Background: an optimization exercise with open tools, aiming at small area, a short achievable clock period and few clock cycles. Do not read the settings as production practice. Only simulation tests tie the RTL to the original design; equivalence was not proved. Power is estimated from default activity; no workload was simulated.

==> inputs of run H <==
==> flow/design.v (excerpt) <==
module sys_user_stream_top
(
  input  logic     clk_i,
  input  logic     rst_n,
  input  logic     strm_en_i,
  input  strm_pkg::addr_t    dma_src_addr_i,
  input  strm_pkg::len_t     dma_len_i,
  output logic     dma_done_o,
  input  logic     dma_done_ack_i,
  output logic     dma_rd_req_o,
  output strm_pkg::addr_t    dma_rd_req_addr_o,
  output strm_pkg::req_len_t dma_rd_req_len_o,
  output strm_pkg::tag_t     dma_tag_o,
  input  logic     dma_req_ack_i,
  input  logic     dma_data_valid_i,
  input  strm_pkg::tag_t     dma_tag_i,
  input  strm_pkg::data_t    dma_data_i,
  output logic     stream_valid_o,
  input  logic     stream_ready_i,
  output strm_pkg::data_t    stream_data_o
);
==> module sys_user_stream_top, before the edit <==
module sys_user_stream_top
(
  input  logic     clk_i,
  input  logic     rst_n,
  input  logic     strm_en_i,
  input  strm_pkg::addr_t    dma_src_addr_i,
  input  strm_pkg::len_t     dma_len_i,
  output logic     dma_done_o,
  input  logic     dma_done_ack_i,
  output logic     dma_rd_req_o,
  output strm_pkg::addr_t    dma_rd_req_addr_o,
  output strm_pkg::req_len_t dma_rd_req_len_o,
  output strm_pkg::tag_t     dma_tag_o,
  input  logic     dma_req_ack_i,
  input  logic     dma_data_valid_i,
  input  strm_pkg::tag_t     dma_tag_i,
  input  strm_pkg::data_t    dma_data_i,
  output logic     stream_valid_o,
  input  logic     stream_ready_i,
  output strm_pkg::data_t    stream_data_o
);
  localparam int NM = 16 - 1;     
  logic          act;         
  logic [16:0]   rem;         
  logic          tagb;        
  logic [4:0]    len_b;       
  logic [4:0]    out;         
  strm_pkg::data_t mem [NM];
  logic [NM-1:0] wp;          
  logic [NM-1:0] rp;          
  logic [3:0]    cnt;         
  logic          ne;          
  logic          start;
  logic [16:0]   src_rem;
  logic          nxt_tagb;
  logic          is_last;
  logic [4:0]    nxt_len;
  logic          out_free;
  logic [5:0]    occ_nxt;
  logic          present;
  logic          acc;
  logic          hit;
  logic          take;
  logic          oe;          
  logic          move;
  logic          byp;
  logic          wr;
  strm_pkg::data_t rd;
  assign start    = strm_en_i && !act && !dma_done_o;
  assign src_rem  = act ? rem : dma_len_i[20:4];
  assign nxt_tagb = act && !tagb;
  assign is_last  = (src_rem[16:4] == '0) || (src_rem == 17'd16);
  assign nxt_len  = is_last ? src_rem[4:0] : 5'd16;
  assign acc      = dma_rd_req_o && dma_req_ack_i;
  assign hit      = dma_data_valid_i && (dma_tag_i[7:2] == '0) && (dma_tag_i[1] != dma_tag_i[0]);
  assign out_free = (out == '0) || ((out == 5'd1) && hit);
  assign take     = stream_valid_o && stream_ready_i;
  assign oe       = !stream_valid_o || stream_ready_i;
  assign move     = ne && oe;
  assign byp      = hit && !ne && oe;
  assign wr       = hit && !byp;
  assign occ_nxt  = 6'(cnt) + 6'(stream_valid_o && !stream_ready_i) + 6'(hit) + 6'(nxt_len);
  assign present  = (act || start) && (src_rem != '0) && !dma_rd_req_o && out_free
                    && (occ_nxt <= 6'(16));
  assign dma_rd_req_len_o = {len_b, 4'b0};
  assign dma_tag_o        = {6'b0, tagb, !tagb};
  always_ff @(posedge clk_i)
  begin
    if (!rst_n)
    begin
      act          <= 1'b0;
      dma_done_o   <= 1'b0;
      dma_rd_req_o <= 1'b0;
      out          <= '0;
    end
    else
    begin
      if (start)
      begin
        dma_rd_req_addr_o <= dma_src_addr_i;
        act               <= (src_rem != '0);
        dma_done_o        <= (src_rem == '0);       
        tagb              <= 1'b1;                  
        rem               <= src_rem;
      end
      else if (acc)
        dma_rd_req_addr_o[31:8] <= dma_rd_req_addr_o[31:8] + 24'd1;
      if (present)
      begin
        dma_rd_req_o <= 1'b1;
        tagb         <= nxt_tagb;
        len_b        <= nxt_len;
        rem          <= is_last ? '0 : {src_rem[16:4] - 13'd1, src_rem[3:0]};
        out          <= nxt_len;
      end
      else
      begin
        if (acc)
          dma_rd_req_o <= 1'b0;
        if (hit)
          out <= out - 5'd1;
      end
      if (act && !dma_rd_req_o && (rem == '0) && out_free)
      begin
        act        <= 1'b0;
        dma_done_o <= 1'b1;
      end
      if (dma_done_o && !strm_en_i && dma_done_ack_i)
        dma_done_o <= 1'b0;
    end
  end
  always_ff @(posedge clk_i)
  begin
    for (int i = 0; i < NM; i++)
      if (wr && wp[i])
        mem[i] <= dma_data_i;
  end
  always_comb
  begin
    rd = '0;
    for (int i = 0; i < NM; i++)
      rd = rd | (mem[i] & {128{rp[i]}});
  end
  always_ff @(posedge clk_i)
  begin
    if (!rst_n)
    begin
      wp             <= NM'(1);
      rp             <= NM'(1);
      cnt            <= '0;
      ne             <= 1'b0;
      stream_valid_o <= 1'b0;
    end
    else
    begin
      if (wr)
        wp <= {wp[NM-2:0], wp[NM-1]};
      if (move)
        rp <= {rp[NM-2:0], rp[NM-1]};
      cnt <= cnt + 4'(wr) - 4'(move);
      ne  <= (cnt + 4'(wr) - 4'(move)) != '0;
      if (move || byp)
        stream_valid_o <= 1'b1;
      else if (take)
        stream_valid_o <= 1'b0;
    end
  end
  always_ff @(posedge clk_i)
  begin
    if (move || byp)
      stream_data_o <= ne ? rd : dma_data_i;
  end
endmodule
==> flow/config.mk <==
export PLATFORM = sky130hd
export DESIGN_NAME = sys_user_stream_top
export DESIGN_NICKNAME = sys_user_stream_top
export VERILOG_FILES = /design/flow/design.v
export SDC_FILE = /design/flow/constraint.sdc
export NUM_CORES = 4
export LEC_CHECK = 0
export CAP_MARGIN = 20
export CORE_MARGIN = 2
export CORE_UTILIZATION = 40
export SLEW_MARGIN = 20
==> flow/constraint.sdc <==
create_clock -name core_clock -period 5.5 [get_ports {clk_i}]
set_input_delay 1.1000 -clock core_clock [delete_from_list [all_inputs] [get_ports {clk_i}]]
set_output_delay 1.1000 -clock core_clock [all_outputs]
set_load 0.01 [all_outputs]
run.sh (not shown) runs the stock make flow with config.mk's settings and CLKGATE_MAP_FILE= SYNTH_SCRIPT=/design/flow/synth_recipe.tcl, a recipe that flattens the netlist after the stock synthesis.
==> run Y (differences from run H) <==
--- a/flow/design.v
+++ b/flow/design.v
@@ -43,22 +43,28 @@
 );
   localparam int NM = 16 - 1;     
   logic          act;         
-  logic [16:0]   rem;         
+  logic          pend;        
+  logic [12:0]   full_left;   
+  logic          fl_nz;       
+  logic          fl_one;      
+  logic [3:0]    tail;        
+  logic [4:0]    room;        
   logic          tagb;        
   logic [4:0]    len_b;       
   logic [4:0]    out;         
+  logic          out0;        
+  logic          out1;        
   strm_pkg::data_t mem [NM];
   logic [NM-1:0] wp;          
   logic [NM-1:0] rp;          
   logic [3:0]    cnt;         
   logic          ne;          
+  logic [4:0]    occ;         
   logic          start;
-  logic [16:0]   src_rem;
-  logic          nxt_tagb;
-  logic          is_last;
-  logic [4:0]    nxt_len;
+  logic [4:0]    nlen;
+  logic          fl_nz_n;
   logic          out_free;
-  logic [5:0]    occ_nxt;
+  logic          space_ok;
   logic          present;
   logic          acc;
   logic          hit;
@@ -69,21 +75,26 @@
   logic          wr;
   strm_pkg::data_t rd;
   assign start    = strm_en_i && !act && !dma_done_o;
-  assign src_rem  = act ? rem : dma_len_i[20:4];
-  assign nxt_tagb = act && !tagb;
-  assign is_last  = (src_rem[16:4] == '0) || (src_rem == 17'd16);
-  assign nxt_len  = is_last ? src_rem[4:0] : 5'd16;
   assign acc      = dma_rd_req_o && dma_req_ack_i;
   assign hit      = dma_data_valid_i && (dma_tag_i[7:2] == '0) && (dma_tag_i[1] != dma_tag_i[0]);
-  assign out_free = (out == '0) || ((out == 5'd1) && hit);
+  assign out_free = out0 || (out1 && hit);
   assign take     = stream_valid_o && stream_ready_i;
   assign oe       = !stream_valid_o || stream_ready_i;
   assign move     = ne && oe;
   assign byp      = hit && !ne && oe;
   assign wr       = hit && !byp;
-  assign occ_nxt  = 6'(cnt) + 6'(stream_valid_o && !stream_ready_i) + 6'(hit) + 6'(nxt_len);
-  assign present  = (act || start) && (src_rem != '0) && !dma_rd_req_o && out_free
-                    && (occ_nxt <= 6'(16));
+  always_comb
+  begin
+    if (hit && !take)
+      space_ok = (occ < room);
+    else if (take && !hit)
+      space_ok = (occ <= room + 5'd1);
+    else
+      space_ok = (occ <= room);
+  end
+  assign present  = pend && !dma_rd_req_o && out_free && space_ok;
+  assign nlen     = fl_nz ? 5'd16 : {1'b0, tail};
+  assign fl_nz_n  = fl_nz && !fl_one;               
   assign dma_rd_req_len_o = {len_b, 4'b0};
   assign dma_tag_o        = {6'b0, tagb, !tagb};
   always_ff @(posedge clk_i)
@@ -91,38 +102,61 @@
     if (!rst_n)
     begin
       act          <= 1'b0;
+      pend         <= 1'b0;
       dma_done_o   <= 1'b0;
       dma_rd_req_o <= 1'b0;
       out          <= '0;
+      out0         <= 1'b1;
+      out1         <= 1'b0;
     end
     else
     begin
       if (start)
       begin
         dma_rd_req_addr_o <= dma_src_addr_i;
-        act               <= (src_rem != '0);
-        dma_done_o        <= (src_rem == '0);       
-        tagb              <= 1'b1;                  
-        rem               <= src_rem;
+        act               <= (dma_len_i[20:4] != '0);
+        pend              <= (dma_len_i[20:4] != '0);
+        dma_done_o        <= (dma_len_i[20:4] == '0);   
+        tagb              <= 1'b1;                      
+        full_left         <= dma_len_i[20:8];
+        fl_nz             <= (dma_len_i[20:8] != '0);
+        fl_one            <= (dma_len_i[20:8] == 13'd1);
+        tail              <= dma_len_i[7:4];
+        room              <= (dma_len_i[20:8] != '0) ? 5'd0 : 5'd16 - {1'b0, dma_len_i[7:4]};
       end
       else if (acc)
         dma_rd_req_addr_o[31:8] <= dma_rd_req_addr_o[31:8] + 24'd1;
       if (present)
       begin
         dma_rd_req_o <= 1'b1;
-        tagb         <= nxt_tagb;
-        len_b        <= nxt_len;
-        rem          <= is_last ? '0 : {src_rem[16:4] - 13'd1, src_rem[3:0]};
-        out          <= nxt_len;
+        tagb         <= !tagb;
+        len_b        <= nlen;
+        out          <= nlen;
+        out0         <= 1'b0;
+        out1         <= (nlen == 5'd1);
+        if (fl_nz)
+        begin
+          full_left <= full_left - 13'd1;
+          fl_nz     <= fl_nz_n;
+          fl_one    <= (full_left == 13'd2);
+          pend      <= fl_nz_n || (tail != '0);
+          room      <= fl_nz_n ? 5'd0 : 5'd16 - {1'b0, tail};
+        end
+        else
+          pend      <= 1'b0;
       end
       else
       begin
         if (acc)
           dma_rd_req_o <= 1'b0;
         if (hit)
-          out <= out - 5'd1;
-      end
-      if (act && !dma_rd_req_o && (rem == '0) && out_free)
+        begin
+          out  <= out - 5'd1;
+          out0 <= out1;
+          out1 <= (out == 5'd2);
+        end
+      end
+      if (act && !pend && !dma_rd_req_o && out_free)
       begin
         act        <= 1'b0;
         dma_done_o <= 1'b1;
@@ -151,6 +185,7 @@
       rp             <= NM'(1);
       cnt            <= '0;
       ne             <= 1'b0;
+      occ            <= '0;
       stream_valid_o <= 1'b0;
     end
     else
@@ -161,6 +196,7 @@
         rp <= {rp[NM-2:0], rp[NM-1]};
       cnt <= cnt + 4'(wr) - 4'(move);
       ne  <= (cnt + 4'(wr) - 4'(move)) != '0;
+      occ <= occ + 5'(hit) - 5'(take);
       if (move || byp)
         stream_valid_o <= 1'b1;
       else if (take)
--- a/flow/config.mk
+++ b/flow/config.mk
@@ -7,5 +7,6 @@
 export LEC_CHECK = 0
 export CAP_MARGIN = 20
 export CORE_MARGIN = 2
-export CORE_UTILIZATION = 40
+export CORE_UTILIZATION = 50
+export SETUP_SLACK_MARGIN = 2.7
 export SLEW_MARGIN = 20
==> run notes <==
Result of the run: run H timing/DRC/antenna clean; run Y timing/DRC/antenna clean
Switching part of the total power: run H 24.5%; run Y 24.9%
Width of the die: run H 446 µm; run Y 401 µm
Post-synthesis share of cell area spent on full adders, half adders and majority gates: run H 0.365%; run Y 0.512%
Synthesized cell area: run H 78200 µm²; run Y 78700 µm²
RSZ-0062 raised after global routing: run H false; run Y true
Met1 Routed Length: run H 94.1 mm; run Y 93.2 mm
Ant. Diodes: run H 12; run Y 5
Simple-gate share of the synthesized area: run H 4.09%; run Y 4.11%
Count of plain and timing-repair buffers: run H 496; run Y 568
Number of antenna violations at the first check in global routing: run H 34; run Y 27
Worst Slack Setup Final: run H 0.664 ns; run Y 2.61 ns
Hold Startpoint: run H wp[0]; run Y wp[11]
Final-layout clock buffer total: run H 266; run Y 262
Number of inverters outside the clock class in the layout: run H 18; run Y 55
Measured slew at the worst slew-check pin: run H 1.09 ns; run Y 1.20 ns
Required time of the critical path: run H 6.10 ns; run Y 6.09 ns
Testbench counts of run H, summed over its fixed seeds: cycles 31,821.
Testbench counts of run Y, summed over its fixed seeds: cycles 31,690.

static timing again, ports no longer ideal:
How much do the figures lean on ideal ports? The routed layouts below were timed once more, with nothing changed but the port constraints. Step 1 (the two cells are an assumption about what drives the block):
set clk [get_ports {clk_i}]
set_driving_cell -lib_cell sky130_fd_sc_hd__clkbuf_16 $clk
set_driving_cell -lib_cell sky130_fd_sc_hd__buf_2 [delete_from_list [all_inputs] $clk]
Step 2 also shifts input and output timing later by t, the mid clock arrival at the registers, as if the neighbouring blocks saw the same clock. Three values: no drivers, after step 1, after step 2; two values: the first two.
run	t (ns)	slack for setup (ns)	worst setup path at the end
run H	0.930	0.664 / 0.664 / -0.064	input to register
run Y	0.923	2.606 / 2.606 / 1.754	input to register
Met with ideal ports but missed after step 2: setup timing in run H. The setup slack of run Y, which loses most, moves by 0.000 ns with the drivers and by -0.852 ns with both steps.
